This design comes from an exercise in tuning for a short achievable clock period and few clock cycles on the open sky130 flow, not from production work.
Function was checked by simulation only, so behaviour that the tests miss may differ from the original.
Power and IR drop assume default switching activity.

==> design/flow/design.v <==
package proc_pkg;
    typedef enum logic [5-1:0] {
        op_rtype = 5'b00000,
        op_j     = 5'b00001,
        op_bne   = 5'b00010,
        op_jal   = 5'b00011,
        op_jr    = 5'b00100,
        op_addi  = 5'b00101,
        op_blt   = 5'b00110,
        op_sw    = 5'b00111,
        op_lw    = 5'b01000
    } opcode_e;
    typedef enum logic [5-1:0] {
        alu_add = 5'd0,
        alu_sub = 5'd1,
        alu_and = 5'd2,
        alu_or  = 5'd3,
        alu_sll = 5'd4,
        alu_sra = 5'd5
    } alu_op_e;
    typedef struct packed {
        opcode_e                   opcode;
        logic [5-1:0] rd;
        logic [5-1:0] rs;
        logic [5-1:0] rt;
        logic [4:0]                shamt;
        alu_op_e                   alu_op;
        logic [1:0]                spare;
    } insn_t;
    typedef struct packed {
        logic [32-1:0] pc;
        insn_t                 insn;
    } if_id_t;
    typedef struct packed {
        logic [32-1:0] pc;
        logic [32-1:0] a;
        logic [32-1:0] b;
        insn_t                 insn;
    } id_ex_t;
    typedef struct packed {
        logic [32-1:0] result;
        logic [32-1:0] b;
        insn_t                 insn;
    } ex_mem_t;
    typedef struct packed {
        logic [32-1:0] result;
        logic [32-1:0] load_data;
        insn_t                 insn;
    } mem_wb_t;
    typedef struct packed {
        logic                      en;
        logic [5-1:0] idx;
        logic [32-1:0]     data;
    } rf_write_t;
    typedef struct packed {
        logic [32-1:0] addr;
        logic [32-1:0] data;
        logic                  wren;
    } dmem_req_t;
endpackage
module proc_ks_add #(
    parameter int W = 32
) (
    input  logic [W-1:0] x,
    input  logic [W-1:0] y,
    input  logic         cin,
    output logic [W-1:0] s,
    output logic         cout
);
    localparam int L = 5;
    logic [W-1:0] p0;
    logic [W-1:0] g [0:L];
    logic [W-1:0] p [0:L];
    assign p0 = x ^ y;
    always_comb begin
        g[0] = x & y;
        g[0][0] = (x[0] & y[0]) | (p0[0] & cin);
        p[0] = p0;
    end
    for (genvar l = 0; l < L; l++) begin : g_lvl
        for (genvar i = 0; i < W; i++) begin : g_bit
            if (i >= (1 << l)) begin : g_comb
                assign g[l+1][i] = g[l][i] | (p[l][i] & g[l][i-(1<<l)]);
                assign p[l+1][i] = p[l][i] & p[l][i-(1<<l)];
            end else begin : g_pass
                assign g[l+1][i] = g[l][i];
                assign p[l+1][i] = p[l][i];
            end
        end
    end
    assign s    = p0 ^ {g[L][W-2:0], cin};
    assign cout = g[L][W-1];
endmodule
module cpu_top (
    input  logic                      clock,
    input  logic                      arst_n,
    output logic [32-1:0]     imem_addr,
    input  logic [32-1:0]     imem_rdata,
    output logic [32-1:0]     dmem_addr,
    output logic [32-1:0]     dmem_wdata,
    output logic                      dmem_wren,
    input  logic [32-1:0]     dmem_rdata,
    output logic [5-1:0] rf_raddr_a,
    output logic [5-1:0] rf_raddr_b,
    input  logic [32-1:0]     rf_rdata_a,
    input  logic [32-1:0]     rf_rdata_b,
    output logic                      rf_wen,
    output logic [5-1:0] rf_widx,
    output logic [32-1:0]     rf_wdata
);
    localparam logic [4:0] OP_R    = 5'd0;
    localparam logic [4:0] OP_J    = 5'd1;
    localparam logic [4:0] OP_BNE  = 5'd2;
    localparam logic [4:0] OP_JAL  = 5'd3;
    localparam logic [4:0] OP_JR   = 5'd4;
    localparam logic [4:0] OP_ADDI = 5'd5;
    localparam logic [4:0] OP_BLT  = 5'd6;
    localparam logic [4:0] OP_SW   = 5'd7;
    localparam logic [4:0] OP_LW   = 5'd8;
    logic [31:0] pc;
    logic [31:0] ras;
    logic [255:0] bp;
    logic        u_valid;
    logic [7:0]  u_idx;
    logic        u_taken;
    logic        r_redirect;
    logic [31:0] r_redirect_pc;
    logic        d_valid;
    logic [31:0] d_insn;
    logic [31:0] d_pc1;
    logic [7:0]  d_pcl;
    logic        d_pred_taken;
    logic [31:0] d_pred_npc;
    logic [4:0]  d_ra;
    logic [4:0]  d_rb;
    logic        e_valid;
    logic        e_writes;
    logic [4:0]  e_dest;
    logic        e_is_lw;
    logic        e_is_sw;
    logic        e_is_r;
    logic        e_is_jal;
    logic        e_is_bne;
    logic        e_is_blt;
    logic        e_is_jr;
    logic        e_s_sum;
    logic        e_s_sub;
    logic        e_s_and;
    logic        e_s_or;
    logic        e_s_sll;
    logic        e_s_sra;
    logic        e_s_pc1;
    logic [4:0]  e_shamt;
    logic [31:0] e_op2;
    logic [31:0] e_a;
    logic [31:0] e_b;
    logic [31:0] e_pc1;
    logic [7:0]  e_pcl;
    logic [31:0] e_brtgt;
    logic        e_pred_taken;
    logic [31:0] e_pred_npc;
    logic        m_writes;
    logic [4:0]  m_dest;
    logic        m_is_lw;
    logic        m_wren;
    logic [31:0] m_result;
    logic [31:0] m_sdata;
    logic        w_en;
    logic [4:0]  w_idx;
    logic [31:0] w_data;
    logic [31:0] f_insn;
    logic [4:0]  f_op;
    logic [31:0] f_pc1;
    logic [31:0] f_imm;
    logic [31:0] f_target;
    logic [31:0] f_brtgt;
    logic        f_is_br;
    logic        f_pred_taken;
    logic [31:0] f_pred_npc;
    assign imem_addr = pc;
    assign f_insn    = imem_rdata;
    assign f_op      = f_insn[31:27];
    proc_ks_add i_f_pc1 (.x(pc), .y(32'd0), .cin(1'b1), .s(f_pc1), .cout());
    assign f_imm     = {{15{f_insn[16]}}, f_insn[16:0]};
    assign f_target  = {{5{f_insn[26]}}, f_insn[26:0]};
    proc_ks_add i_f_brtgt (.x(pc), .y(f_imm), .cin(1'b1), .s(f_brtgt), .cout());
    assign f_is_br   = (f_op == OP_BNE) || (f_op == OP_BLT);
    assign f_pred_taken = f_is_br && (f_insn[16] || bp[pc[7:0]]);
    always_comb begin
        if ((f_op == OP_J) || (f_op == OP_JAL)) begin
            f_pred_npc = f_target;
        end else if (f_op == OP_JR) begin
            f_pred_npc = ras;
        end else if (f_pred_taken) begin
            f_pred_npc = f_brtgt;
        end else begin
            f_pred_npc = f_pc1;
        end
    end
    logic [4:0]  d_op;
    logic [4:0]  d_rd;
    logic [31:0] d_imm;
    logic        d_is_r;
    logic        d_is_addi;
    logic        d_is_lw;
    logic        d_is_sw;
    logic        d_is_bne;
    logic        d_is_blt;
    logic        d_is_jr;
    logic        d_is_jal;
    logic        d_uses_a;
    logic        d_uses_b;
    logic [4:0]  d_dest;
    logic        d_writes;
    logic        stall;
    logic        d_mhit_a;
    logic        d_mhit_b;
    logic [31:0] m_wdata;
    logic [31:0] d_a;
    logic [31:0] d_b;
    assign d_op      = d_insn[31:27];
    assign d_rd      = d_insn[26:22];
    assign d_imm     = {{15{d_insn[16]}}, d_insn[16:0]};
    assign d_is_r    = d_op == OP_R;
    assign d_is_addi = d_op == OP_ADDI;
    assign d_is_lw   = d_op == OP_LW;
    assign d_is_sw   = d_op == OP_SW;
    assign d_is_bne  = d_op == OP_BNE;
    assign d_is_blt  = d_op == OP_BLT;
    assign d_is_jr   = d_op == OP_JR;
    assign d_is_jal  = d_op == OP_JAL;
    assign d_uses_a  = d_is_r || d_is_addi || d_is_lw || d_is_sw || d_is_bne || d_is_blt;
    assign d_uses_b  = d_is_r || d_is_bne || d_is_blt || d_is_jr || d_is_sw;
    assign d_dest    = d_is_jal ? 5'd31 : d_rd;
    logic d_func_sub;
    logic d_func_and;
    logic d_func_or;
    logic d_func_sll;
    logic d_func_sra;
    assign d_func_sub = d_insn[6:2] == 5'd1;
    assign d_func_and = d_insn[6:2] == 5'd2;
    assign d_func_or  = d_insn[6:2] == 5'd3;
    assign d_func_sll = d_insn[6:2] == 5'd4;
    assign d_func_sra = d_insn[6:2] == 5'd5;
    assign d_writes  = (d_is_r || d_is_addi || d_is_lw || d_is_jal) && (d_dest != 5'd0);
    assign rf_raddr_a = d_ra;
    assign rf_raddr_b = d_rb;
    assign stall = d_valid && e_valid && e_is_lw && e_writes &&
                   ((d_uses_a && (d_ra == e_dest)) || (d_uses_b && (d_rb == e_dest)));
    assign m_wdata  = m_is_lw ? dmem_rdata : m_result;
    assign d_mhit_a = m_writes && (m_dest == d_ra);
    assign d_mhit_b = m_writes && (m_dest == d_rb);
    assign d_a      = d_mhit_a ? m_wdata : rf_rdata_a;
    logic [31:0] d_brtgt;
    proc_ks_add i_d_brtgt (.x(d_pc1), .y(d_imm), .cin(1'b0), .s(d_brtgt), .cout());
    assign d_b      = d_mhit_b ? m_wdata : rf_rdata_b;
    logic e_fwd_a;
    logic e_fwd_b;
    assign e_fwd_a = e_writes && !e_is_lw && (e_dest == d_ra);
    assign e_fwd_b = e_writes && !e_is_lw && (e_dest == d_rb);
    logic        d_use_imm;
    logic [31:0] d_op2;
    assign d_use_imm = d_is_addi || d_is_lw || d_is_sw;
    assign d_op2     = d_use_imm ? d_imm : d_b;
    logic [31:0] a;
    logic [31:0] b;
    logic [31:0] sum;
    logic [31:0] diff_ab;
    logic [31:0] result;
    logic        ne;
    logic        lt;
    logic        taken;
    logic        mispredict;
    logic [31:0] redirect_pc;
    assign a = e_a;
    assign b = e_b;
    logic        ge_ba;
    proc_ks_add i_sum     (.x(a), .y(e_op2), .cin(1'b0), .s(sum), .cout());
    proc_ks_add i_diff_ab (.x(a), .y(~b), .cin(1'b1), .s(diff_ab), .cout());
    proc_ks_add i_cmp (.x({~b[31], b[30:0]}), .y(~{~a[31], a[30:0]}), .cin(1'b1), .s(), .cout(ge_ba));
    logic [31:0] sll_a;
    logic [31:0] sra_a;
    assign sll_a = a << e_shamt;
    assign sra_a = $signed(a) >>> e_shamt;
    assign result = ({32{e_s_sum}} & sum) | ({32{e_s_sub}} & diff_ab) |
                    ({32{e_s_and}} & (a & b)) | ({32{e_s_or}} & (a | b)) |
                    ({32{e_s_sll}} & sll_a) | ({32{e_s_sra}} & sra_a) |
                    ({32{e_s_pc1}} & e_pc1);
    assign ne    = b != a;
    assign lt    = !ge_ba;
    assign taken = (e_is_bne && ne) || (e_is_blt && lt);
    logic e_live;
    assign e_live = e_valid && !r_redirect;
    assign mispredict = e_live &&
                        (((e_is_bne || e_is_blt) && (taken != e_pred_taken)) ||
                         (e_is_jr && (b != e_pred_npc)));
    always_comb begin
        if (e_is_jr) begin
            redirect_pc = b;
        end else if (taken) begin
            redirect_pc = e_brtgt;
        end else begin
            redirect_pc = e_pc1;
        end
    end
    assign dmem_addr  = m_result;
    assign dmem_wdata = m_sdata;
    assign dmem_wren  = m_wren;
    assign rf_wen   = w_en;
    assign rf_widx  = w_idx;
    assign rf_wdata = w_data;
    always_ff @(posedge clock or negedge arst_n) begin
        if (!arst_n) begin
            pc  <= 32'h0000_0000;
            ras <= '0;
        end else begin
            if (r_redirect) begin
                pc <= r_redirect_pc;
            end else if (!stall) begin
                pc <= f_pred_npc;
            end
            if (f_op == OP_JAL) begin
                ras <= f_pc1;
            end
        end
    end
    always_ff @(posedge clock or negedge arst_n) begin
        if (!arst_n) begin
            d_valid <= 1'b0;
        end else if (!stall) begin
            d_valid <= !r_redirect;
        end else if (r_redirect) begin
            d_valid <= 1'b0;
        end
    end
    always_ff @(posedge clock) begin
        if (!stall) begin
            d_insn       <= f_insn;
            d_pc1        <= f_pc1;
            d_pcl        <= pc[7:0];
            d_pred_taken <= f_pred_taken;
            d_pred_npc   <= ras;
            d_ra         <= f_insn[21:17];
            d_rb         <= (f_op[2:1] == 2'b00) ? f_insn[16:12] : f_insn[26:22];
        end
    end
    always_ff @(posedge clock or negedge arst_n) begin
        if (!arst_n) begin
            e_valid      <= 1'b0;
            e_writes     <= 1'b0;
        end else begin
            e_valid      <= d_valid && !r_redirect && !stall;
            e_writes     <= d_valid && !r_redirect && !stall && d_writes;
        end
    end
    always_ff @(posedge clock) begin
        e_dest       <= d_dest;
        e_is_lw      <= d_is_lw;
        e_is_sw      <= d_is_sw;
        e_is_r       <= d_is_r;
        e_is_jal     <= d_is_jal;
        e_is_bne     <= d_is_bne;
        e_is_blt     <= d_is_blt;
        e_is_jr      <= d_is_jr;
        e_s_sum      <= d_use_imm || (d_is_r && !d_func_sub && !d_func_and && !d_func_or &&
                                      !d_func_sll && !d_func_sra);
        e_s_sub      <= d_is_r && d_func_sub;
        e_s_and      <= d_is_r && d_func_and;
        e_s_or       <= d_is_r && d_func_or;
        e_s_sll      <= d_is_r && d_func_sll;
        e_s_sra      <= d_is_r && d_func_sra;
        e_s_pc1      <= d_is_jal;
        e_shamt      <= d_insn[11:7];
        e_a          <= e_fwd_a ? result : d_a;
        e_b          <= e_fwd_b ? result : d_b;
        e_op2        <= (e_fwd_b && !d_use_imm) ? result : d_op2;
        e_pc1        <= d_pc1;
        e_pcl        <= d_pcl;
        e_brtgt      <= d_brtgt;
        e_pred_taken <= d_pred_taken;
        e_pred_npc   <= d_pred_npc;
    end
    always_ff @(posedge clock or negedge arst_n) begin
        if (!arst_n) begin
            m_writes <= 1'b0;
            m_wren   <= 1'b0;
            w_en     <= 1'b0;
        end else begin
            m_writes <= e_writes && !r_redirect;
            m_wren   <= e_live && e_is_sw;
            w_en     <= m_writes;
        end
    end
    always_ff @(posedge clock) begin
        m_dest   <= e_dest;
        m_is_lw  <= e_is_lw;
        m_result <= result;
        m_sdata  <= b;
        w_idx    <= m_dest;
        w_data   <= m_wdata;
    end
    always_ff @(posedge clock or negedge arst_n) begin
        if (!arst_n) begin
            r_redirect    <= 1'b0;
            u_valid       <= 1'b0;
            bp            <= '0;
        end else begin
            r_redirect    <= mispredict;
            u_valid       <= e_live && (e_is_bne || e_is_blt);
            if (u_valid) begin
                bp[u_idx] <= u_taken;
            end
        end
    end
    always_ff @(posedge clock) begin
        r_redirect_pc <= redirect_pc;
        u_idx         <= e_pcl;
        u_taken       <= taken;
    end
endmodule
==> design/flow/run.sh <==
#!/bin/bash
# synth_recipe.tcl (not shown) runs the flow's synth.tcl, then flattens the netlist and writes it again
# the make line also repeats each setting of config.mk as NAME=value (left out here)
make -C /OpenROAD-flow-scripts/flow DESIGN_CONFIG=/design/flow/config.mk WORK_HOME=/design/flow/orfs CLKGATE_MAP_FILE= SYNTH_SCRIPT=/design/flow/synth_recipe.tcl finish
==> design/flow/config.mk <==
export PLATFORM = sky130hd
export DESIGN_NAME = cpu_top
export DESIGN_NICKNAME = cpu_top
export VERILOG_FILES = /design/flow/design.v
export SDC_FILE = /design/flow/constraint.sdc
export NUM_CORES = 4
export LEC_CHECK = 0
export ABC_CLOCK_PERIOD_IN_PS = 2000
export CAP_MARGIN = 20
export CORE_MARGIN = 2
export CORE_UTILIZATION = 65
export SETUP_SLACK_MARGIN = 5
export SLEW_MARGIN = 20
export TNS_END_PERCENT = 100
==> design/flow/constraint.sdc <==
create_clock -name core_clock -period 9.0 [get_ports {clock}]
set_input_delay 1.8000 -clock core_clock [delete_from_list [all_inputs] [get_ports {clock}]]
set_output_delay 1.8000 -clock core_clock [all_outputs]
set_load 0.01 [all_outputs]
==> results.sh, run 1 <==
export IMPL_vdd_drop_max_mv=0.2067
export IMPL_cap_viol_max_count=0
export IMPL_synth_area_leader_cell="dfrtp_1"
export IMPL_pwr_share_clk_pct=27.9
export IMPL_skew_ns=0.03112
export IMPL_ys_async_sr_fraction_pct=40.54
export IMPL_power_switching_mw=4.932
export IMPL_rrSetupSlack_ns=4.96
export IMPL_combPwrFrac_pct=32.3
export IMPL_critical_path_most_common_cell="buf_4"
export IMPL_synth_area_leaders="dfrtp_1 19%, dfxtp_1 17%, edfxtp_1 7.7%, o21ai_0 7.4%, ha_1 6.5%"
export IMPL_grt_max_degree=175
export IMPL_insertion_delay_ns=0.67
export IMPL_port_buffers=274
export IMPL_ant_nets=0
export IMPL_antenna_found_initial=9
export IMPL_hold_end="u_idx[2]"
export IMPL_critPathArrivalTime_ns=4.60
export IMPL_place_area_mm2=0.04652
export IMPL_wl_met3_um=19450
export IMPL_clkSlewWorstSetupHoldPaths_ns=0.06
export IMPL_path_max_fanout=10
export IMPL_cts_tree="done"
export IMPL_synth_top_area_share_pct=19.03
export IMPL_p_seq_share_pct=39.9
export IMPL_clock_sinks=809
export IMPL_dieArea_mm2=0.06844
export IMPL_final_area_mm2=0.05035
export IMPL_route_final_wire_length_um=157300
export IMPL_crit_slowest_cell="dfxtp_2"
export IMPL_min_period_ns=4.043
export IMPL_clockRootBuffer="clkbuf_16"
export IMPL_wl_per_cell_um=28.82
export IMPL_core_area_mm2=0.06575
export IMPL_cts_hold_buf=0
export IMPL_p_sw_share_pct=37.18
export IMPL_grt_usage_pct=45.79
export IMPL_synth_area_mm2=0.04313
export IMPL_holdCritStartpoint="e_pcl[2]"
export IMPL_fmaxAchievable_mhz=247.3
export IMPL_gp_congestion=1.040
export IMPL_synth_seq_cells=809
export IMPL_syn_nets=4694
export IMPL_reg2reg_to="e_op2[23]"
export IMPL_drt_vias_per_instance=6.859
export IMPL_cp_slowest_stage_delay_ns=0.46
export IMPL_synthFlopType="dfxtp_1"
export IMPL_final_setup_worst_slack_ns=4.957
export IMPL_slew_limit_headroom_pct=13.49
export IMPL_via_count=37451
export IMPL_min_period_over_period_pct=44.93
export IMPL_worst_ep_required_time_ns=9.56
export IMPL_grt_pass1_vias=35776
export IMPL_synth_edf_count=110
export IMPL_setup_tns_ns=0
export IMPL_finalMaxSlewViolations=0
export IMPL_status="complete, no violations"
export IMPL_cp_start_kind="flip-flop"
export IMPL_crit_chain="inv_1, ha_1, o21bai_1, a221oi_2, o211ai_1, buf_4, a211oi_2, buf_4, nor4_4, buf_4, o41ai_4, xnor2_1, a221o_1, nand2_1, o21ai_1, o21ba_2"
export IMPL_clock_path_buffers=3
export IMPL_reg2reg_from="e_a[1]"
export IMPL_largest_reg_flops=256
export IMPL_dp_slack_ns=3.959
export IMPL_path_class="flip-flop to flip-flop"
export IMPL_die_y_um=261.6
export IMPL_drc=0
export IMPL_setup_viol=0
export IMPL_ys_types=87
export IMPL_initial_utilization_pct=65.61
export IMPL_cp_end_kind="flip-flop"
export IMPL_grt_pass1_wl_um=230700
export IMPL_firstDrtPassIters=7
export IMPL_yosysWarningCount=324
export IMPL_ys_top_cells_by_count="641 x o21ai_0, 371 x dfxtp_1, 328 x dfrtp_1"
export IMPL_drive_above_1_share_pct=13.74
export IMPL_htree_levels=3
export IMPL_power_density_mw_per_mm2=263.5
export IMPL_worst_slew_pin_slew_ns=1.298
export IMPL_wl_met1_um=56760
export IMPL_min_delay_path_class="flip-flop to flip-flop"
export IMPL_hold_viol_final=0
export IMPL_p_leak_nw=21.05
export IMPL_p_total_mw=13.27
export IMPL_top_layer_used="met5"
export IMPL_avgSynthCellArea_um2=9.950
export IMPL_rsz0062_at_grt="true"
export IMPL_regMostFlops="bp"
export IMPL_die_w_um=261.6
export IMPL_num_io_pins=275
export IMPL_grt_ovfl_total=0
export IMPL_intPower_mw=8.334
export IMPL_rows=94
export IMPL_holdPathStages=0
export IMPL_drt_initial_drc_count=5166
export IMPL_dr_wl_met2_um=69280
export IMPL_dp_hpwl_um=110500
export IMPL_reg2reg_depth=16
export IMPL_yosysMostFrequentCell="o21ai_0"
export IMPL_nets=4881
export IMPL_areaGrowthSynthToFinish_pct=16.73
export IMPL_numCtsBuffers=84
export IMPL_seq_area_frac_synth_pct=43.91
export IMPL_syn_inst=4335
power groups by stage:
stage	Clock (mW)	Sequential (mW)	Combinational (mW)
global placement	0	5.32	3.69
CTS	3.67	5.21	4.04
finish	3.70	5.29	4.28
global route	3.83	5.31	4.55
floorplan	0	4.89	2.63
detailed placement	0	5.33	3.76
metrics by stage:
| step | hold slack (ns) | utilization [%] | std cells |
|---|---|---|---|
| 4_1_cts | 0.3265 | 75.89 | 5447 |
| 3_5_place_dp | 0.3121 | 70.75 | 5278 |
| 5_1_grt | 0.3306 | 76.57 | 5457 |
| 3_3_place_gp | 0.3110 | 70.75 | 5278 |
| 2_1_floorplan | 0.3096 | - | 4335 |
| 6_report | 0.3254 | 76.58 | 5460 |
timing repair:
action	in CTS	in global routing
gates resized for setup	75	87
gates cloned	1	0
setup buffers	12	7
pin swaps	4	9
setup endpoints to repair	137	86
final cells by class:
class                      count  area (um2)
multi-input combinational   3042       22850
sequential                   809       18990
fill                        4373       15400
timing repair buffer         360        3613
clock buffer                 113        2404
tap                          864        1081
inverter                     225       865.8
clock inverter                43       530.5
antenna                        4       10.01
worst max-delay path, delay by kind of cell, from the launching register on:
kind                     cells  cell delay [ns]
adder cells (fa/ha/maj)      1             0.34
AND/OR/NAND/NOR              2             0.16
buffers and inverters        4             0.67
XOR/XNOR                     1             0.17
AO/OA/AOI/OAI                8             2.13
flip-flops                   1             0.46
layout by cell type (no fill, tap or decap), drive strengths merged, types with 50 or more instances in the layout:
cell and instances:
o21ai 652, dfxtp 371, dfrtp 328, nand2 311, nor2 292, clkdlybuf4s50 256
inv 230, a21oi 226, ha 225, mux2i 153, xnor2 133, mux2 127
mux4 124, clkbuf 114, edfxtp 110, buf 87, nand3 84, nor3 58
xor2 56, a21o 53, o211ai 50
cell families (layout without fill, tap and decap cells):
kind of cell	after synthesis	count (layout)	synth area share [%]
XOR/XNOR	189	189	3.838
flip-flops	809	809	43.91
adder cells (fa/ha/maj)	229	229	6.712
buffers and inverters	484	741	4.540
multiplexers	404	404	13.34
AO/OA/AOI/OAI	1279	1279	17.80
AND/OR/NAND/NOR	941	941	9.865
other	0	4	0
layer usage:
metal	GRT usage, %	vias to the layer above
li1	-	16078
met1	58.82	18168
met2	68.51	2613
met3	13.22	586
met4	28.54	6
met5	0	-
worst max path at each step:
stage                   from   endpoint  cells after the start
2_1_floorplan  imem_rdata[1]     pc[31]                     12
3_3_place_gp   imem_rdata[1]     pc[31]                     13
3_5_place_dp   imem_rdata[1]     pc[31]                     13
4_1_cts                pc[0]      pc[0]                     12
5_1_grt               e_a[1]  e_op2[23]                     16
6_report              e_a[1]  e_op2[23]                     16
Testbench counts, summed over its fixed seeds: cycles 47,728.
==> run 2: changes to the inputs <==
--- a/design/flow/config.mk
+++ b/design/flow/config.mk
@@ -10,3 +10,3 @@
 export CORE_MARGIN = 2
-export CORE_UTILIZATION = 65
+export CORE_UTILIZATION = 40
 export SETUP_SLACK_MARGIN = 5
==> run 2 against run 1 <==
  * Critical path depth down 1
  * Area after synthesis stayed put
  * Core utilization fell by 29 points
  * Maximum frequency is 0.38% higher
  * Sequential share of layout area down 0.65 points
  * Synthesized cell count is the same
  * Highest routed layer unchanged
  * Die area increased by 61%
  * Largest power group unchanged
  * Routed wire length fell by 1.2%
  * Clock skew grew 0.0076 ns
  * Sequential cell count stayed put
  * Cell count is 10% higher
==> results.sh, run 2 <==
export IMPL_clkSlewWorstSetupHoldPaths_ns=0.07
export IMPL_cp_end_kind="flip-flop"
export IMPL_core_area_mm2=0.1071
export IMPL_grt_max_degree=132
export IMPL_drc=0
export IMPL_syn_inst=4335
export IMPL_ant_nets=0
export IMPL_drive_above_1_share_pct=13.71
export IMPL_nets=4894
export IMPL_holdCritStartpoint="e_pcl[0]"
export IMPL_holdPathStages=0
export IMPL_dp_hpwl_um=110000
export IMPL_insertion_delay_ns=0.70
export IMPL_rrSetupSlack_ns=4.97
export IMPL_path_max_fanout=6
export IMPL_hold_viol_final=0
export IMPL_grt_pass1_vias=33858
export IMPL_dieArea_mm2=0.1105
export IMPL_power_density_mw_per_mm2=259.6
export IMPL_cts_hold_buf=0
export IMPL_cp_start_kind="flip-flop"
export IMPL_clock_path_buffers=3
export IMPL_reg2reg_to="e_op2[26]"
export IMPL_cp_slowest_stage_delay_ns=0.48
export IMPL_synth_area_mm2=0.04313
export IMPL_firstDrtPassIters=6
export IMPL_clockRootBuffer="clkbuf_16"
export IMPL_regMostFlops="bp"
export IMPL_min_period_over_period_pct=44.76
export IMPL_via_count=35598
export IMPL_synth_compound_area_share_pct=17.80
export IMPL_yosys_area_share_simple_pct=9.865
export IMPL_min_delay_path_class="flip-flop to flip-flop"
export IMPL_antenna_found_initial=5
export IMPL_grt_pass1_wl_um=228900
export IMPL_route_final_wire_length_um=155500
export IMPL_synthXorXnorAreaFrac_pct=3.838
export IMPL_rsz0062_at_grt="true"
export IMPL_drt_initial_drc_count=4205
export IMPL_num_io_pins=275
export IMPL_synthFlopType="dfxtp_1"
export IMPL_yosysMostFrequentCell="o21ai_0"
export IMPL_synth_seq_cells=809
export IMPL_crit_chain="ha_1, inv_1, fa_1, nor2b_1, o21a_1, o21ai_0, a31oi_2, buf_4, nor3_4, a21oi_1, o22ai_1, mux2i_1, o21a_1, o22ai_1, o21ba_2"
export IMPL_synth_top_family_by_area="compound AO/OA/AOI/OAI gates"
export IMPL_vdd_drop_max_mv=0.1821
export IMPL_initial_utilization_pct=40.29
export IMPL_status="complete, no violations"
export IMPL_path_class="flip-flop to flip-flop"
export IMPL_hold_end="u_idx[0]"
export IMPL_synth_area_leaders="dfrtp_1 19%, dfxtp_1 17%, edfxtp_1 7.7%, o21ai_0 7.4%, ha_1 6.5%"
export IMPL_ys_types=87
export IMPL_worst_slew_pin_slew_ns=1.189
export IMPL_grt_usage_pct=27.52
export IMPL_drt_vias_per_instance=5.919
export IMPL_synth_edf_count=110
export IMPL_fmaxAchievable_mhz=248.3
export IMPL_finalMaxSlewViolations=0
export IMPL_p_leak_nw=21.16
export IMPL_gp_congestion=0.9912
export IMPL_final_common_cell="o21ai_0"
export IMPL_min_period_ns=4.028
export IMPL_wl_per_cell_um=25.85
export IMPL_cp_num_buf_inv=2
export IMPL_fillers=9856
export IMPL_crit_slowest_cell="dfxtp_2"
export IMPL_layout_common_cells="623 x o21ai_0, 346 x dfxtp_1, 323 x dfrtp_1, 310 x nand2_1, 291 x nor2_1"
export IMPL_die_w_um=332.4
export IMPL_yosysWarningCount=324
export IMPL_fin_util_pct=47.86
export IMPL_numCtsBuffers=91
export IMPL_synthAdderAreaFrac_pct=6.712
export IMPL_synth_area_leader_cell="dfrtp_1"
export IMPL_setup_tns_ns=0
export IMPL_cap_viol_max_count=0
export IMPL_htree_levels=3
export IMPL_hold_ws_ns=0.3273
export IMPL_die_y_um=332.4
export IMPL_slew_limit_headroom_pct=20.70
export IMPL_largest_reg_flops=256
export IMPL_p_total_mw=13.30
export IMPL_rows=120
export IMPL_synth_top_area_share_pct=19.03
export IMPL_avgSynthCellArea_um2=9.950
export IMPL_worst_ep_required_time_ns=9.58
export IMPL_ys_async_sr_fraction_pct=40.54
export IMPL_seq_area_frac_synth_pct=43.91
export IMPL_syn_nets=4694
export IMPL_skew_ns=0.03877
export IMPL_reg2reg_depth=15
export IMPL_synthMuxAreaShare_pct=13.34
export IMPL_grt_ovfl_total=0
export IMPL_clock_sinks=809
export IMPL_critical_path_top_delay_family="compound AO/OA/AOI/OAI gates"
export IMPL_port_buffers=274
export IMPL_areaGrowthSynthToFinish_pct=18.79
export IMPL_setup_viol=0
export IMPL_critPathArrivalTime_ns=4.61
export IMPL_reg2reg_from="e_b[0]"
export IMPL_cts_tree="done"
export IMPL_ys_top_cells_by_count="641 x o21ai_0, 371 x dfxtp_1, 328 x dfrtp_1"
## run 2: cell counts after synthesis
No cell type changed its count.
## run 2: what timing repair did
item,4_1_cts,5_1_grt
resized for setup,66,81
pin swaps,5,14
setup endpoints to repair,174,93
gates cloned,1,0
buffers inserted,10,9
## run 2: worst reg2reg max path: cells and delay by family, from the launching register on
family                     cells  cell delay (ns)
AOI/OAI and AO/OA              8             1.87
adders and majority gates      2             0.62
buffers and inverters          2             0.23
DFF                            1             0.48
muxes                          1             0.35
and+or+nand+nor                2             0.41
## run 2: logic make-up (layout without fill, tap and decap cells)
family,Yosys count,count (layout)
muxes,404,404
DFF,809,809
AOI/OAI and AO/OA,1279,1279
other,0,1
buffers and inverters,484,759
adders and majority gates,229,229
xor gates and xnor gates,189,189
and+or+nand+nor,941,941
## run 2: cell type report
class                      count  area, um2  area share (%)
sequential                   809      19000           37.07
antenna                        1      2.502        0.004884
clock inverter                51      753.2           1.470
timing repair buffer         366       3626           7.076
inverter                     225      862.1           1.682
clock buffer                 117       2456           4.793
tap                         1403       1755           3.426
multi-input combinational   3042      22790           44.48
## run 2: metrics by stage
stage	instance area, um2	std cells	setup slack [ns]
final	51240	6014	4.972
after global routing	51240	6013	4.888
after CTS	50820	6002	4.941
after detailed placement	47240	5823	3.974
after global placement	47240	5823	3.969
after floorplan	43240	4335	4.921
## run 2: routing by layer
metal	track usage, %	share of wire, %	wire [um]	vias up
li1	-	-	-	16095
met1	39.97	45	69190	17436
met2	40.93	43	66620	1739
met3	5.306	9.0	13950	326
met4	9.255	3.7	5698	2
met5	0	0.0084	13	-
## run 2: worst max-delay path by stage
stage / from / to / depth (start not counted)
finish: e_b[0] / e_op2[26] / 15
detailed placement: imem_rdata[0] / pc[28] / 15
CTS: e_a[4] / e_op2[17] / 13
floorplan: imem_rdata[1] / pc[31] / 12
global route: e_b[0] / e_op2[26] / 15
global placement: imem_rdata[1] / pc[31] / 13
## run 2: where the power goes
group | total [mW] | switching, mW | internal [mW]
Combinational | 4.15 | 2.44 | 1.71
Clock | 3.99 | 1.64 | 2.35
Sequential | 5.16 | 0.703 | 4.46
Total | 13.3 | 4.78 | 8.52
==> run 3: changes to the inputs <==
--- a/design/flow/design.v
+++ b/design/flow/design.v
@@ -122,2 +122,3 @@
     logic [255:0] bp;
+    logic [7:0]  bp_idx_n;
     logic        u_valid;
@@ -126,3 +127,2 @@
     logic        r_redirect;
-    logic [31:0] r_redirect_pc;
     logic        d_valid;
@@ -130,2 +130,3 @@
     logic [31:0] d_pc1;
+    logic [31:0] d_brtgt;
     logic [7:0]  d_pcl;
@@ -187,3 +188,3 @@
     assign f_is_br   = (f_op == OP_BNE) || (f_op == OP_BLT);
-    assign f_pred_taken = f_is_br && (f_insn[16] || bp[pc[7:0]]);
+    assign f_pred_taken = f_is_br && (f_insn[16] || bp[~bp_idx_n]);
     always_comb begin
@@ -253,4 +254,2 @@
     assign d_a      = d_mhit_a ? m_wdata : rf_rdata_a;
-    logic [31:0] d_brtgt;
-    proc_ks_add i_d_brtgt (.x(d_pc1), .y(d_imm), .cin(1'b0), .s(d_brtgt), .cout());
     assign d_b      = d_mhit_b ? m_wdata : rf_rdata_b;
@@ -296,9 +295,14 @@
                          (e_is_jr && (b != e_pred_npc)));
+    logic        r_is_jr;
+    logic        r_taken;
+    logic [31:0] r_b;
+    logic [31:0] r_brtgt;
+    logic [31:0] r_pc1;
     always_comb begin
-        if (e_is_jr) begin
-            redirect_pc = b;
-        end else if (taken) begin
-            redirect_pc = e_brtgt;
+        if (r_is_jr) begin
+            redirect_pc = r_b;
+        end else if (r_taken) begin
+            redirect_pc = r_brtgt;
         end else begin
-            redirect_pc = e_pc1;
+            redirect_pc = r_pc1;
         end
@@ -313,9 +317,12 @@
         if (!arst_n) begin
-            pc  <= 32'h0000_0000;
-            ras <= '0;
+            pc       <= 32'h0000_0000;
+            bp_idx_n <= 8'hff;   
+            ras      <= '0;
         end else begin
             if (r_redirect) begin
-                pc <= r_redirect_pc;
+                pc       <= redirect_pc;
+                bp_idx_n <= ~redirect_pc[7:0];
             end else if (!stall) begin
-                pc <= f_pred_npc;
+                pc       <= f_pred_npc;
+                bp_idx_n <= ~f_pred_npc[7:0];
             end
@@ -339,2 +346,3 @@
             d_pc1        <= f_pc1;
+            d_brtgt      <= f_brtgt;
             d_pcl        <= pc[7:0];
@@ -415,3 +423,7 @@
     always_ff @(posedge clock) begin
-        r_redirect_pc <= redirect_pc;
+        r_is_jr       <= e_is_jr;
+        r_taken       <= taken;
+        r_b           <= b;
+        r_brtgt       <= e_brtgt;
+        r_pc1         <= e_pc1;
         u_idx         <= e_pcl;
==> run 3 against run 2 <==
  * Clock skew is 0.030 ns higher
  * Via count is 1.5% lower
  * Area after synthesis up 1.8%
  * Non-clock buffer count is 22 lower
  * Count of clock-buffer cells in the layout is 8 higher
  * Clock power rose by 5.3%
  * Hold slack got worse by 0.015 ns
  * Combinational power down about 20%
  * Register-to-register slack better by 0.16 ns
  * Core utilization increased by 0.077 points
  * Global-route usage fell by 0.80 points
  * Cell area rose by 1.8%
  * Critical path type is now input pin to flip-flop
==> results.sh, run 3 <==
export IMPL_areaGrowthSynthToFinish_pct=18.80
export IMPL_largest_reg_flops=256
export IMPL_fillers=9922
export IMPL_drive_above_1_share_pct=13.78
export IMPL_grt_pass1_vias=33352
export IMPL_slew_limit_headroom_pct=19.01
export IMPL_wl_per_cell_um=25.92
export IMPL_synthMuxAreaShare_pct=13.02
export IMPL_synthXorXnorAreaFrac_pct=3.170
export IMPL_ys_async_sr_fraction_pct=38.10
export IMPL_dp_hpwl_um=109900
export IMPL_cts_tree="done"
export IMPL_setup_viol=0
export IMPL_final_setup_worst_slack_ns=5.004
export IMPL_finalMaxSlewViolations=0
export IMPL_syn_inst=4266
export IMPL_min_period_over_period_pct=44.40
export IMPL_nets=4792
export IMPL_cts_hold_buf=0
export IMPL_skew_ns=0.06848
export IMPL_synth_top_family_by_area="compound AO/OA/AOI/OAI gates"
export IMPL_antenna_found_initial=14
export IMPL_clock_sinks=882
export IMPL_die_y_um=335.4
export IMPL_grt_ovfl_total=0
export IMPL_route_final_wire_length_um=154500
export IMPL_firstDrtPassIters=6
export IMPL_dieArea_mm2=0.1125
export IMPL_cp_start_kind="input pin"
export IMPL_p_leak_nw=21.44
export IMPL_synth_area_mm2=0.04393
export IMPL_fmaxAchievable_mhz=250.2
export IMPL_critical_path_top_delay_family="compound AO/OA/AOI/OAI gates"
export IMPL_via_count=35065
export IMPL_multi_input_area_mm2=0.02188
export IMPL_num_io_pins=275
export IMPL_yosysWarningCount=324
export IMPL_synth_area_leaders="dfrtp_1 19%, dfxtp_1 18%, edfxtp_1 9.7%, o21ai_0 6.9%, mux4_2 6.3%"
export IMPL_cap_viol_max_count=0
export IMPL_htree_levels=3
export IMPL_pwr_share_clk_pct=31.6
export IMPL_yosys_area_share_simple_pct=9.815
export IMPL_power_density_mw_per_mm2=254.7
export IMPL_drt_initial_drc_count=4198
export IMPL_avgSynthCellArea_um2=10.30
export IMPL_cp_num_buf_inv=2
export IMPL_p_sw_share_pct=33.43
export IMPL_ant_nets=0
export IMPL_rows=121
export IMPL_yosysMostFrequentCell="o21ai_0"
export IMPL_synth_edf_count=142
export IMPL_ff_latch_area_mm2=0.02083
export IMPL_initial_utilization_pct=40.35
export IMPL_critical_path_most_common_cell="a21o_1"
export IMPL_critPathArrivalTime_ns=4.56
export IMPL_min_delay_path_class="flip-flop to flip-flop"
export IMPL_drt_vias_per_instance=5.880
export IMPL_cp_slowest_stage_delay_ns=0.35
export IMPL_numCtsBuffers=96
export IMPL_worst_slew_pin_slew_ns=1.210
export IMPL_layout_common_cells="596 x o21ai_0, 374 x dfxtp_1, 329 x nor2_1, 327 x dfrtp_1, 285 x nand2_1"
export IMPL_clockRootBuffer="clkbuf_16"
export IMPL_rsz0062_at_grt="true"
export IMPL_path_max_fanout=11
export IMPL_grt_max_degree=179
export IMPL_synthAdderAreaFrac_pct=5.663
export IMPL_synth_area_leader_cell="dfrtp_1"
export IMPL_seq_area_frac_synth_pct=47.28
export IMPL_min_period_ns=3.996
export IMPL_synthFlopType="dfxtp_1"
export IMPL_dp_slack_ns=3.638
export IMPL_power_switching_mw=4.442
export IMPL_clkSlewWorstSetupHoldPaths_ns=0.06
export IMPL_insertion_delay_ns=0.71
export IMPL_synth_seq_cells=882
export IMPL_ys_top_cells_by_count="602 x o21ai_0, 404 x dfxtp_1, 330 x nor2_1"
export IMPL_intPower_mw=8.848
export IMPL_setup_tns_ns=0
export IMPL_clock_path_buffers=3
export IMPL_core_area_mm2=0.1089
export IMPL_crit_slowest_cell="ha_1"
export IMPL_grt_pass1_wl_um=224300
export IMPL_gp_congestion=1.025
export IMPL_crit_chain="dlygate4sd2_1, buf_12, ha_1, a21o_1, a21o_1, a21o_1, a21oi_1, o21a_1, a21boi_2, a221o_1, xnor2_1, a221oi_1, o21ai_1"
export IMPL_synth_compound_area_share_pct=16.88
export IMPL_worst_ep_required_time_ns=9.56
export IMPL_vdd_drop_max_mv=0.1663
export IMPL_insertedDiodeCount=0
export IMPL_ys_types=91
export IMPL_cp_end_kind="flip-flop"
export IMPL_combPwrFrac_pct=24.8
export IMPL_port_buffers=274
export IMPL_path_class="input pin to flip-flop"
export IMPL_fin_util_pct=47.94
export IMPL_regMostFlops="bp"
export IMPL_die_w_um=335.4
export IMPL_final_common_cell="o21ai_0"
export IMPL_p_seq_share_pct=43.5
export IMPL_synth_top_area_share_pct=18.69
export IMPL_status="complete, no violations"
export IMPL_syn_nets=4593
export IMPL_drc=0
export IMPL_hold_viol_final=0
export IMPL_grt_usage_pct=26.72
[run 3: final cells by class]
cell class,instances,share of cell area [%]
clock buffers,125,5.083
clock inverters,57,1.458
inverters,207,1.522
multi-input cells,2934,41.93
flip-flops and latches,882,39.92
well taps,1414,3.390
repair buffers,344,6.692
[run 3: cells by family after synthesis]
| family | count (synthesis) |
|---|---|
| buffers and inverters | 451 |
| muxes | 402 |
| xor gates and xnor gates | 159 |
| DFF | 882 |
| adders and majority gates | 197 |
| AOI/OAI and AO/OA | 1229 |
| and+or+nand+nor | 946 |
[run 3: power groups by stage]
| stage | clock network, mW | registers, mW | logic, mW |
|---|---|---|---|
| 6_report | 4.20 | 5.79 | 3.30 |
| 5_1_grt | 4.43 | 5.86 | 3.57 |
| 4_1_cts | 4.27 | 5.77 | 3.21 |
| 3_5_place_dp | 0 | 5.89 | 3.01 |
| 3_3_place_gp | 0 | 5.87 | 2.99 |
| 2_1_floorplan | 0 | 5.41 | 2.12 |
[run 3: worst paths after layout]
kind	start	endpoint	slack [ns]	depth (start not counted)
max reg2reg	e_a[12]	e_op2[29]	5.13	12
min reg2reg	e_brtgt[16]	r_brtgt[16]	0.31	0
max in group asynchronous	arst_n	r_redirect	6.28	2
min in group asynchronous	arst_n	bp[67]	1.16	1
min	e_brtgt[16]	r_brtgt[16]	0.31	0
max	imem_rdata[16]	pc[31]	5.00	13
[run 3: metal layers]
layer	global-route usage, %	up-vias	part of all wire [%]
li1	-	15830	-
met1	39.00	17317	45
met4	8.701	6	3.0
met3	6.514	237	9.8
met2	38.61	1675	42
met5	0	-	0.025
[run 3: timing repair]
item	4_1_cts	5_1_grt
endpoints found under the setup margin	123	80
setup buffers	9	6
gates resized for setup	92	46
cloned	1	2
pin swaps	8	15
[run 3: worst register-to-register path, stage by stage, from the launching register on]
cell and delay [ns]:
dfxtp_2 0.55, inv_1 0.12, ha_1 0.45, nor3_1 0.13, and3_1 0.21, o31ai_2 0.07, o211ai_1 0.23, or4b_4 0.59
a41oi_4 0.26, mux2_2 0.38, a221o_1 0.39, a21oi_2 0.21, a221oi_1 0.11
[run 3: through the flow]
step	total power [mW]	instance area (um2)	cells	hold WS (ns)
after global placement	8.861	47950	5758	0.3104
after detailed placement	8.894	48010	5761	0.3121
final	13.29	52190	5963	0.3119
after floorplan	7.529	44050	4266	0.3096
after global routing	13.85	52190	5963	0.3277
after CTS	13.24	51890	5953	0.3167
Testbench counts of run 3, summed over its fixed seeds: cycles 47,728.
==> run 4: changes to the inputs <==
==> design/flow/flow/run.sh (new file) <==
#!/bin/bash
# The standard layout, with timing repair aiming somewhat below the clock
# period: repair_timing keeps working until the setup slack reaches
# SETUP_SLACK_MARGIN. Make's output goes to standard.log, ORFS's own logs to
# orfs/logs.
set -euo pipefail
bash standard.sh SETUP_SLACK_MARGIN=7.0 finish > standard.log 2>&1
==> design/flow/standard.sh (new file) <==
#!/bin/bash
# synth_recipe.tcl (not shown) runs the flow's synth.tcl, then flattens the netlist and writes it again
# the make line also repeats each setting of config.mk as NAME=value (left out here)
make -C /OpenROAD-flow-scripts/flow DESIGN_CONFIG=/design/flow/config.mk WORK_HOME=/design/flow/orfs CLKGATE_MAP_FILE= SYNTH_SCRIPT=/design/flow/synth_recipe.tcl "${@:-finish}"
removed: design/flow/run.sh
==> run 4 against run 3 <==
  * Still clean on timing, DRC and antenna
  * Routed wire length is 38% higher
  * Area after synthesis stayed put
  * Hold slack worse by 0.0086 ns
  * First-iteration DRC count is 31% higher
  * Critical endpoint is now bp_idx_n[0]
==> results.sh, run 4 <==
export IMPL_cap_viol_max_count=0
export IMPL_clock_path_buffers=3
export IMPL_finalMaxSlewViolations=0
export IMPL_skew_ns=0.06582
export IMPL_drt_initial_drc_count=5481
export IMPL_core_area_mm2=0.1089
export IMPL_final_common_cell="buf_6"
export IMPL_rows=121
export IMPL_route_final_wire_length_um=212600
export IMPL_pwr_share_clk_pct=26.2
export IMPL_ys_async_sr_fraction_pct=38.10
export IMPL_grt_pass1_vias=39487
export IMPL_seq_area_frac_synth_pct=47.28
export IMPL_insertion_delay_ns=0.74
export IMPL_wl_per_cell_um=32.04
export IMPL_dieArea_mm2=0.1125
export IMPL_slew_limit_headroom_pct=16.53
export IMPL_reg2reg_from="bp_idx_n[0]"
export IMPL_firstDrtPassIters=8
export IMPL_setup_tns_ns=0
export IMPL_yosysWarningCount=324
export IMPL_stdcell_count=6637
export IMPL_path_max_fanout=16
export IMPL_crit_slowest_cell="dfstp_4"
export IMPL_hold_viol_final=0
export IMPL_ff_latch_area_mm2=0.02127
export IMPL_grt_pass1_wl_um=281100
export IMPL_syn_inst=4266
export IMPL_fillers=7871
export IMPL_port_buffers=274
export IMPL_via_count=42602
export IMPL_rsz0062_at_grt="true"
export IMPL_synth_area_leaders="dfrtp_1 19%, dfxtp_1 18%, edfxtp_1 9.7%, o21ai_0 6.9%, mux4_2 6.3%"
export IMPL_worst_slew_pin_slew_ns=1.247
export IMPL_ys_top_cells_by_count="602 x o21ai_0, 404 x dfxtp_1, 330 x nor2_1"
export IMPL_crit_start="bp_idx_n[0]"
export IMPL_die_w_um=335.4
export IMPL_synth_area_leader_cell="dfrtp_1"
export IMPL_clockRootBuffer="clkbuf_16"
export IMPL_min_period_ns=4.179
export IMPL_cp_slowest_stage_delay_ns=0.73
export IMPL_critPathArrivalTime_ns=4.79
export IMPL_drt_vias_per_instance=6.419
export IMPL_synth_top_area_share_pct=18.69
export IMPL_grt_max_degree=73
export IMPL_critical_path_most_common_cell="buf_12"
export IMPL_areaGrowthSynthToFinish_pct=55.78
export IMPL_htree_levels=3
export IMPL_p_leak_nw=27.84
export IMPL_holdCritStartpoint="d_pc1[31]"
export IMPL_nets=5463
export IMPL_setup_viol=0
export IMPL_crit_chain="buf_4, buf_16, mux4_2, a221oi_1, o21ai_1, a21oi_1, or3_4, a211oi_4, buf_12, buf_12, mux2i_1, nor2_1, o21ai_2, a221oi_2"
export IMPL_drive_above_1_share_pct=49.24
export IMPL_numCtsBuffers=95
export IMPL_critical_path_top_delay_family="compound AO/OA/AOI/OAI gates"
export IMPL_clkSlewWorstSetupHoldPaths_ns=0.07
export IMPL_combPwrFrac_pct=37.8
export IMPL_yosysMostFrequentCell="o21ai_0"
export IMPL_gp_congestion=0.9598
export IMPL_intPower_mw=10.21
export IMPL_num_io_pins=275
export IMPL_min_period_over_period_pct=46.43
export IMPL_min_delay_path_class="flip-flop to flip-flop"
export IMPL_power_density_mw_per_mm2=238.0
export IMPL_cts_tree="done"
export IMPL_p_seq_share_pct=36.0
export IMPL_initial_utilization_pct=40.35
export IMPL_drc=0
export IMPL_multi_input_area_mm2=0.02905
export IMPL_layout_common_cells="334 x buf_6, 329 x buf_4, 294 x dfrtp_1, 271 x o21ai_2, 232 x dfxtp_1"
export IMPL_syn_nets=4593
export IMPL_fmaxAchievable_mhz=239.3
export IMPL_die_y_um=335.4
export IMPL_avgSynthCellArea_um2=10.30
export IMPL_ys_types=91
export IMPL_synth_seq_cells=882
export IMPL_status="complete, no violations"
export IMPL_synth_edf_count=142
export IMPL_dp_hpwl_um=115600
export IMPL_p_sw_share_pct=37.32
export IMPL_worst_ep_required_time_ns=9.61
export IMPL_grt_ovfl_total=0
export IMPL_power_switching_mw=6.078
export IMPL_synth_area_mm2=0.04393
export IMPL_ant_nets=0
export IMPL_cts_hold_buf=0
export IMPL_cp_start_kind="flip-flop"
export IMPL_cp_end_kind="flip-flop"
export IMPL_antenna_found_initial=17
export IMPL_vdd_drop_max_mv=0.1887
export IMPL_path_class="flip-flop to flip-flop"
export IMPL_largest_reg_flops=256
export IMPL_grt_usage_pct=34.31
export IMPL_clock_sinks=882
export IMPL_cp_num_buf_inv=4
export IMPL_synthFlopType="dfxtp_1"
export IMPL_regMostFlops="bp"
export IMPL_placed_cells=5763
-- run 4: changes by cell type in the layout (fill, tap and decap cells not counted), moves of 86 or more --
cell             change
nor2_1             -111
mux2_2             -103
o21ai_2            +267
nor2_4              +89
clkdlybuf4s50_1    -155
mux2_4             +103
buf_6              +332
buf_4              +276
dfxtp_1            -142
o21ai_0            -461
nand2_1             -86
o21ai_1            +144
-- run 4: logic make-up (layout without fill, tap and decap cells) --
group	Yosys count	in the layout	share of synthesized area [%]
AO/OA/AOI/OAI	1229	1229	16.88
XOR/XNOR	159	159	3.170
adder cells (fa/ha/maj)	197	197	5.663
buffers and inverters	451	1393	4.173
flip-flops	882	882	47.28
multiplexers	402	402	13.02
other	0	6	0
AND/OR/NAND/NOR	946	955	9.815
-- run 4: final timing paths --
path	slack [ns]	endpoint	depth (start not counted)
max in group asynchronous	7.10	pc[28]	2
worst min register to register	0.30	e_pc1[31]	0
worst max-delay path	4.82	bp_idx_n[0]	14
worst min-delay path	0.30	e_pc1[31]	0
worst max register to register	4.82	bp_idx_n[0]	14
min in group asynchronous	0.97	bp[78]	1
-- run 4: final cells by class --
class	count	share of cell area, %
timing repair inverter	3	0.09142
inverter	207	1.238
timing repair buffer	1005	17.71
tap	1414	2.585
clock buffer	128	3.922
sequential	882	31.08
clock inverter	50	0.8978
antenna	6	0.02194
multi-input combinational	2942	42.45
-- run 4: repair_timing --
action                     in CTS  in global routing
hold endpoints to repair        0                  0
pin swaps                     302                250
buffers inserted              434                171
resized for setup            2092                598
cloned                         75                 10
setup endpoints to repair    1026                810
-- run 4: power by group through the flow --
stage	clock (mW)	sequential (mW)	combinational, mW
after floorplan	0	5.46	2.42
after global placement	0	5.91	3.31
after detailed placement	0	5.92	3.33
after CTS	4.21	5.72	5.16
after global routing	4.42	5.88	6.36
final	4.26	5.87	6.16
-- run 4: stage by stage --
stage | total power, mW | util [%] | instance area, um2 | setup slack, ns | hold slack [ns]
final | 16.29 | 62.87 | 68430 | 4.821 | 0.3032
after global routing | 16.66 | 62.85 | 68420 | 4.911 | 0.3125
after CTS | 15.08 | 58.90 | 64110 | 5.323 | 0.3002
after detailed placement | 9.245 | 46.33 | 50430 | 3.818 | 0.3121
after global placement | 9.212 | 46.30 | 50400 | 3.940 | 0.3098
after floorplan | 7.879 | - | 47040 | 4.905 | 0.3089
-- run 4: routing by layer --
metal / GRT usage [%] / wire length [um] / up-vias / share of wire, %
met2: 49.70 / 88870 / 3514 / 42
met1: 45.86 / 78580 / 20770 / 37
met3: 11.24 / 30060 / 996 / 14
met5: 0.4342 / 184 / - / 0.087
met4: 16.95 / 14960 / 18 / 7.0
li1: - / - / 17304 / -
==> run 5: changes to the inputs <==
--- a/design/flow/flow/run.sh
+++ b/design/flow/flow/run.sh
@@ -6,2 +6,2 @@
 set -euo pipefail
-bash standard.sh SETUP_SLACK_MARGIN=7.0 finish > standard.log 2>&1
+bash standard.sh SETUP_SLACK_MARGIN=6.2 finish > standard.log 2>&1
==> run 5 against run 4 <==
  * Still clean on timing, DRC and antenna
  * Total power fell by 11%
  * Sequential power fell by 3.7%
  * Non-clock buffer count fell by 278
  * Synthesized cell count did not move
  * Routed wire length fell by 20%
  * Sequential share of layout area rose by 4.6 points
  * Setup slack improved by 0.38 ns
  * Area after synthesis did not move
  * Clock power fell by 4%
  * Sequential cell count did not move
  * Critical path depth rose by 2
  * Critical endpoint is now pc[22]
  * Largest cell class unchanged
==> results.sh, run 5 <==
export IMPL_status="complete, no violations"
export IMPL_areaGrowthSynthToFinish_pct=35.01
export IMPL_gp_congestion=0.9858
export IMPL_ys_async_sr_fraction_pct=38.10
export IMPL_fillers=9227
export IMPL_hold_end="r_brtgt[0]"
export IMPL_wl_per_cell_um=26.80
export IMPL_power_density_mw_per_mm2=245.3
export IMPL_synthFlopType="dfxtp_1"
export IMPL_final_common_cell="o21ai_0"
export IMPL_grt_max_degree=122
export IMPL_holdPathStages=0
export IMPL_synth_edf_count=142
export IMPL_syn_nets=4593
export IMPL_antenna_found_initial=12
export IMPL_core_area_mm2=0.1089
export IMPL_power_switching_mw=4.990
export IMPL_fmaxAchievable_mhz=262.9
export IMPL_drive_above_1_share_pct=34.90
export IMPL_grt_ovfl_total=0
export IMPL_ys_top_cells_by_count="602 x o21ai_0, 404 x dfxtp_1, 330 x nor2_1"
export IMPL_clockRootBuffer="clkbuf_16"
export IMPL_firstDrtPassIters=6
export IMPL_cp_start_kind="input pin"
export IMPL_stdcell_count=6348
export IMPL_p_sw_share_pct=34.29
export IMPL_hold_viol_final=0
export IMPL_clock_path_buffers=3
export IMPL_min_period_ns=3.804
export IMPL_clkSlewWorstSetupHoldPaths_ns=0.06
export IMPL_reg2reg_depth=14
export IMPL_path_class="input pin to flip-flop"
export IMPL_nets=5174
export IMPL_htree_levels=3
export IMPL_yosysMostFrequentCell="o21ai_0"
export IMPL_synth_top_area_share_pct=18.69
export IMPL_vdd_drop_max_mv=0.1815
export IMPL_yosysWarningCount=324
export IMPL_path_max_fanout=5
export IMPL_critPathArrivalTime_ns=4.36
export IMPL_reg2reg_from="bp_idx_n[0]"
export IMPL_via_count=37534
export IMPL_num_io_pins=275
export IMPL_grt_pass1_vias=36356
export IMPL_final_area_mm2=0.05931
export IMPL_p_seq_share_pct=38.8
export IMPL_setup_viol=0
export IMPL_dp_hpwl_um=110900
export IMPL_port_buffers=274
export IMPL_avgSynthCellArea_um2=10.30
export IMPL_finalMaxSlewViolations=0
export IMPL_rrSetupSlack_ns=5.33
export IMPL_holdCritStartpoint="e_brtgt[0]"
export IMPL_p_total_mw=14.55
export IMPL_synth_area_mm2=0.04393
export IMPL_numCtsBuffers=95
export IMPL_skew_ns=0.05025
export IMPL_drt_initial_drc_count=3963
export IMPL_placed_cells=5764
export IMPL_route_final_wire_length_um=170200
export IMPL_intPower_mw=9.560
export IMPL_cap_viol_max_count=0
export IMPL_die_y_um=335.4
export IMPL_drc=0
export IMPL_min_period_over_period_pct=42.26
export IMPL_layout_common_cells="509 x o21ai_0, 300 x nor2_1, 299 x buf_4, 297 x dfrtp_1, 262 x dfxtp_1"
export IMPL_ant_nets=0
export IMPL_rows=121
export IMPL_pwr_share_clk_pct=28.2
export IMPL_setup_tns_ns=0
export IMPL_synth_area_leaders="dfrtp_1 19%, dfxtp_1 18%, edfxtp_1 9.7%, o21ai_0 6.9%, mux4_2 6.3%"
export IMPL_cts_tree="done"
export IMPL_largest_reg_flops=256
export IMPL_drt_vias_per_instance=5.913
export IMPL_combPwrFrac_pct=33.0
export IMPL_synth_seq_cells=882
export IMPL_rsz0062_at_grt="true"
export IMPL_worst_slew_pin_slew_ns=1.232
export IMPL_cp_end_kind="flip-flop"
export IMPL_initial_utilization_pct=40.35
export IMPL_seq_area_frac_synth_pct=47.28
export IMPL_syn_inst=4266
export IMPL_grt_usage_pct=29.24
export IMPL_min_delay_path_class="flip-flop to flip-flop"
export IMPL_place_area_mm2=0.04865
export IMPL_p_leak_nw=24.64
export IMPL_worst_ep_required_time_ns=9.55
export IMPL_clock_sinks=882
export IMPL_reg2reg_to="pc[0]"
export IMPL_hold_ws_ns=0.3211
export IMPL_grt_pass1_wl_um=244200
export IMPL_slew_limit_headroom_pct=17.56
export IMPL_regMostFlops="bp"
export IMPL_synth_area_leader_cell="dfrtp_1"
export IMPL_cts_hold_buf=0
export IMPL_dieArea_mm2=0.1125
export IMPL_die_w_um=335.4
export IMPL_insertion_delay_ns=0.71
export IMPL_ys_types=91
-- run 5: cell counts after synthesis --
No cell type changed its count.
-- run 5: cells by family (layout without fill, tap and decap cells) --
kind of cell	Yosys count	in the layout	synth area share, %
buffers and inverters	451	1113	4.173
multiplexers	402	402	13.02
AND/OR/NAND/NOR	946	947	9.815
AO/OA/AOI/OAI	1229	1229	16.88
XOR/XNOR	159	159	3.170
flip-flops	882	882	47.28
adder cells (fa/ha/maj)	197	197	5.663
other	0	5	0
-- run 5: power groups by stage --
stage                     registers (mW)  clock network (mW)  logic [mW]
after CTS                           5.63                4.15        4.34
final                               5.65                4.10        4.81
after floorplan                     5.42                   0        2.26
after detailed placement            5.81                   0        3.24
after global routing                5.71                4.30        5.06
after global placement              5.79                   0        3.22
-- run 5: repair_timing --
item                                    in CTS  in global routing
setup buffers                              276                 98
gates cloned                                24                  2
pin swaps                                  186                146
gates resized for setup                   1453                306
hold endpoints to repair                     0                  0
endpoints found under the setup margin     724                607
-- run 5: metrics by stage --
stage	util [%]	setup slack, ns
floorplan	-	4.905
global placement	44.69	3.840
detailed placement	44.69	3.825
CTS	52.67	5.279
global route	54.47	5.120
finish	54.48	5.196
-- run 5: worst max path at each step --
stage,startpoint,endpoint
final,imem_rdata[0],pc[22]
after global routing,imem_rdata[0],pc[28]
after CTS,imem_rdata[0],pc[24]
after detailed placement,imem_rdata[0],pc[30]
after global placement,imem_rdata[0],pc[30]
after floorplan,imem_rdata[1],pc[15]
-- run 5: critical path, cell delays in order --
cell and delay [ns]:
buf_12 0.09, inv_12 0.03, ha_4 0.16, fa_2 0.35
nor2b_2 0.12, o21a_2 0.17, o21ai_4 0.09, a211oi_4 0.31
o211ai_1 0.13, buf_4 0.17, a21oi_4 0.30, buf_6 0.15
xor2_2 0.06, o211a_1 0.22, a21oi_1 0.11, o21ai_1 0.07
-- run 5: layer usage --
metal  global-route usage, %  vias up  wire length (um)
met1                   37.52    18403             66460
met3                   5.683      509             15020
met5                       0        -                39
met2                   47.61     1986             79140
li1                        -    16630                 -
met4                   13.55        6              9480
-- run 5: area by class of cell --
class	instances	area, um2	area share [%]
multi-input combinational	2934	24840	41.88
tap	1414	1769	2.983
timing repair buffer	727	7390	12.46
clock inverter	41	490.5	0.8270
clock buffer	138	2815	4.747
sequential	882	21180	35.70
inverter	207	818.3	1.380
antenna	5	12.51	0.02110
==> run 6: changes to the inputs <==
--- a/design/flow/flow/run.sh
+++ b/design/flow/flow/run.sh
@@ -6,2 +6,2 @@
 set -euo pipefail
-bash standard.sh SETUP_SLACK_MARGIN=6.2 finish > standard.log 2>&1
+bash standard.sh SETUP_SLACK_MARGIN=5.8 finish > standard.log 2>&1
==> run 6 against run 5 <==
  * Maximum frequency increased by 1.7%
  * Critical path depth decreased by 1
  * Sequential share of layout area increased by 1.6 points
  * Hold slack got worse by 0.010 ns
  * First-iteration DRC count increased by 0.23%
  * Core utilization decreased by 2.6 points
  * Global-route usage decreased by 1.1 points
  * Sequential cell count unchanged
  * Die area unchanged
  * Sequential power about the same
  * Register-to-register slack improved by 0.02 ns
  * Count of clock-buffer cells in the layout increased by 1
  * Highest routed layer unchanged
==> results.sh, run 6 <==
export IMPL_finalMaxSlewViolations=0
export IMPL_worst_slew_pin_slew_ns=1.154
export IMPL_grt_pass1_wl_um=236700
export IMPL_p_total_mw=14.14
export IMPL_synth_top_area_share_pct=18.69
export IMPL_hold_ws_ns=0.3108
export IMPL_path_class="input pin to flip-flop"
export IMPL_clkSlewWorstSetupHoldPaths_ns=0.06
export IMPL_grt_max_degree=147
export IMPL_final_common_cell="o21ai_0"
export IMPL_setup_viol=0
export IMPL_gp_congestion=0.9565
export IMPL_num_io_pins=275
export IMPL_port_buffers=274
export IMPL_drt_initial_drc_count=3972
export IMPL_fmaxAchievable_mhz=267.3
export IMPL_nets=5037
export IMPL_path_max_fanout=3
export IMPL_die_y_um=335.4
export IMPL_min_period_over_period_pct=41.56
export IMPL_dieArea_mm2=0.1125
export IMPL_drt_vias_per_instance=5.909
export IMPL_rows=121
export IMPL_areaGrowthSynthToFinish_pct=28.48
export IMPL_cp_start_kind="input pin"
export IMPL_p_leak_nw=23.56
export IMPL_numCtsBuffers=96
export IMPL_setup_tns_ns=0
export IMPL_wl_per_cell_um=26.33
export IMPL_ys_types=91
export IMPL_syn_inst=4266
export IMPL_drc=0
export IMPL_synthFlopType="dfxtp_1"
export IMPL_ys_async_sr_fraction_pct=38.10
export IMPL_skew_ns=0.06043
export IMPL_min_period_ns=3.741
export IMPL_route_final_wire_length_um=163500
export IMPL_holdPathStages=0
export IMPL_die_w_um=335.4
export IMPL_reg2reg_depth=11
export IMPL_cp_end_kind="flip-flop"
export IMPL_synth_area_leader_cell="dfrtp_1"
export IMPL_synth_edf_count=142
export IMPL_cts_tree="done"
export IMPL_worst_ep_required_time_ns=9.61
export IMPL_drive_above_1_share_pct=26.39
export IMPL_clock_sinks=882
export IMPL_cap_viol_max_count=0
export IMPL_synth_area_leaders="dfrtp_1 19%, dfxtp_1 18%, edfxtp_1 9.7%, o21ai_0 6.9%, mux4_2 6.3%"
export IMPL_status="complete, no violations"
export IMPL_grt_pass1_vias=35296
export IMPL_via_count=36694
export IMPL_ant_nets=0
export IMPL_fin_util_pct=51.85
export IMPL_grt_usage_pct=28.16
export IMPL_firstDrtPassIters=6
export IMPL_synth_seq_cells=882
export IMPL_htree_levels=3
export IMPL_ys_top_cells_by_count="602 x o21ai_0, 404 x dfxtp_1, 330 x nor2_1"
export IMPL_core_area_mm2=0.1089
export IMPL_power_density_mw_per_mm2=250.5
export IMPL_regMostFlops="bp"
export IMPL_clock_path_buffers=3
export IMPL_synth_area_mm2=0.04393
export IMPL_initial_utilization_pct=40.35
export IMPL_cts_hold_buf=0
export IMPL_antenna_found_initial=12
export IMPL_vdd_drop_max_mv=0.1934
export IMPL_hold_viol_final=0
export IMPL_fillers=9547
export IMPL_stdcell_count=6210
export IMPL_slew_limit_headroom_pct=23.00
export IMPL_largest_reg_flops=256
export IMPL_insertion_delay_ns=0.72
export IMPL_layout_common_cells="543 x o21ai_0, 319 x nor2_1, 318 x dfxtp_1, 295 x dfrtp_1, 269 x nand2_1"
export IMPL_critPathArrivalTime_ns=4.35
export IMPL_min_delay_path_class="flip-flop to flip-flop"
export IMPL_placed_cells=5758
export IMPL_yosysMostFrequentCell="o21ai_0"
export IMPL_rsz0062_at_grt="true"
export IMPL_yosysWarningCount=324
export IMPL_dp_hpwl_um=110800
export IMPL_seq_area_frac_synth_pct=47.28
export IMPL_clockRootBuffer="clkbuf_16"
export IMPL_avgSynthCellArea_um2=10.30
export IMPL_syn_nets=4593
export IMPL_grt_ovfl_total=0
==> run 6: cell types whose count changed in the layout (fill, tap and decap cells not counted), moves of 33 or more <==
| cell | change |
|---|---|
| buf_6 | -146 |
| dlygate4sd2_1 | +81 |
| buf_4 | -77 |
| dfxtp_1 | +56 |
| a21oi_1 | +43 |
| o21ai_0 | +34 |
| a21oi_2 | -33 |
| dfxtp_2 | -33 |
==> run 6: timing repair <==
action,4_1_cts,5_1_grt
pin swaps,102,126
endpoints found under the setup margin,480,382
gates cloned,14,2
buffers inserted,182,69
gates resized for setup,796,219
==> run 6: cell type report <==
cell class	instances	area [um2]	area share (%)
multi-input combinational	2933	23640	41.89
inverter	207	812.0	1.439
antenna	2	5.005	0.008868
timing repair buffer	590	5773	10.23
sequential	882	21050	37.30
clock buffer	139	2869	5.083
tap	1414	1769	3.135
clock inverter	43	520.5	0.9222
==> run 6: final timing paths <==
path / slack (ns) / from / end
hold reg to reg: 0.31 / e_pcl[3] / u_idx[3]
min in group asynchronous: 1.15 / arst_n / bp[34]
setup reg to reg: 5.35 / bp_idx_n[0] / pc[29]
setup / recovery: 5.26 / imem_rdata[0] / pc[28]
hold / removal: 0.31 / e_pcl[3] / u_idx[3]
max in group asynchronous: 6.32 / arst_n / pc[29]
==> run 6: critical path, cell delays in order <==
cell and delay, ns:
buf_12 0.09, inv_12 0.03, ha_4 0.15, fa_2 0.35
nor2b_1 0.15, o21a_1 0.20, o21ai_2 0.10, a211oi_2 0.30
o211ai_1 0.23, a21oi_2 0.24, buf_4 0.15, a211oi_2 0.07
xnor2_1 0.21, a21oi_1 0.09, a211oi_1 0.18
==> run 6: routing by layer <==
metal / vias to the layer above / global-route usage [%] / wire (um)
met5: - / 0 / 44
met4: 8 / 10.25 / 6108
met3: 346 / 5.169 / 15150
met2: 1865 / 43.85 / 74030
met1: 18137 / 39.08 / 68170
li1: 16338 / - / -
==> run 6: logic make-up after synthesis <==
logic type / count (synthesis) / share of synthesized area (%)
buffers and inverters: 451 / 4.173
XOR/XNOR: 159 / 3.170
adder cells (fa/ha/maj): 197 / 5.663
flip-flops: 882 / 47.28
AO/OA/AOI/OAI: 1229 / 16.88
AND/OR/NAND/NOR: 946 / 9.815
multiplexers: 402 / 13.02
==> run 6: stage by stage <==
stage          setup WS, ns  instance area [um2]
6_report              5.259                56440
2_1_floorplan         4.905                44380
4_1_cts               5.308                54950
3_3_place_gp          3.848                48190
5_1_grt               5.198                56430
3_5_place_dp          3.815                48190
==> run 6: power by group <==
part           internal [mW]  switching [mW]  leakage [nW]  total, mW
registers               5.00           0.688          9.40       5.68
clock network           2.41            1.75          1.67       4.16
logic                   1.96            2.33          12.5       4.29
total                   9.37            4.77          23.6       14.1

==> port drivers added, routing unchanged <==
The results above use ideal ports. As a check the final layouts listed here were re-extracted and re-timed, cells and wires unchanged. Step 1 sets driving cells, clkbuf_16 on the clock port and buf_2 on the other inputs (assumed; they add their load-dependent delay and slew). Step 2 moves the port delays by t, midway between the first and last clock arrival at a register: inputs arrive t later, outputs are due t later. That takes back most of the time a late clock gives input paths. a / b / c = ideal / step 1 / step 2; a / b = the first two.
| run | shift t [ns] | setup WS [ns] | slew at the worst register clock pin (ns) | cell pins on the clock port's net |
|---|---|---|---|---|
| run 1 | 0.718 | 4.957 / 4.957 / 4.423 | 0.07 / 0.07 | 1 |
| run 2 | 0.748 | 4.972 / 4.972 / 4.345 | 0.07 / 0.07 | 1 |
| run 3 | 0.744 | 5.004 / 5.049 / 4.306 | 0.07 / 0.07 | 1 |
| run 4 | 0.780 | 4.821 / 4.821 / 4.469 | 0.08 / 0.08 | 1 |
| run 5 | 0.758 | 5.196 / 5.186 / 4.428 | 0.07 / 0.07 | 1 |
| run 6 | 0.766 | 5.259 / 5.235 / 4.469 | 0.07 / 0.07 | 1 |
After both steps every run listed still meets setup and hold. For run 6, which loses most, drivers alone change the setup slack by -0.024 ns; drivers and shift together by -0.790 ns.
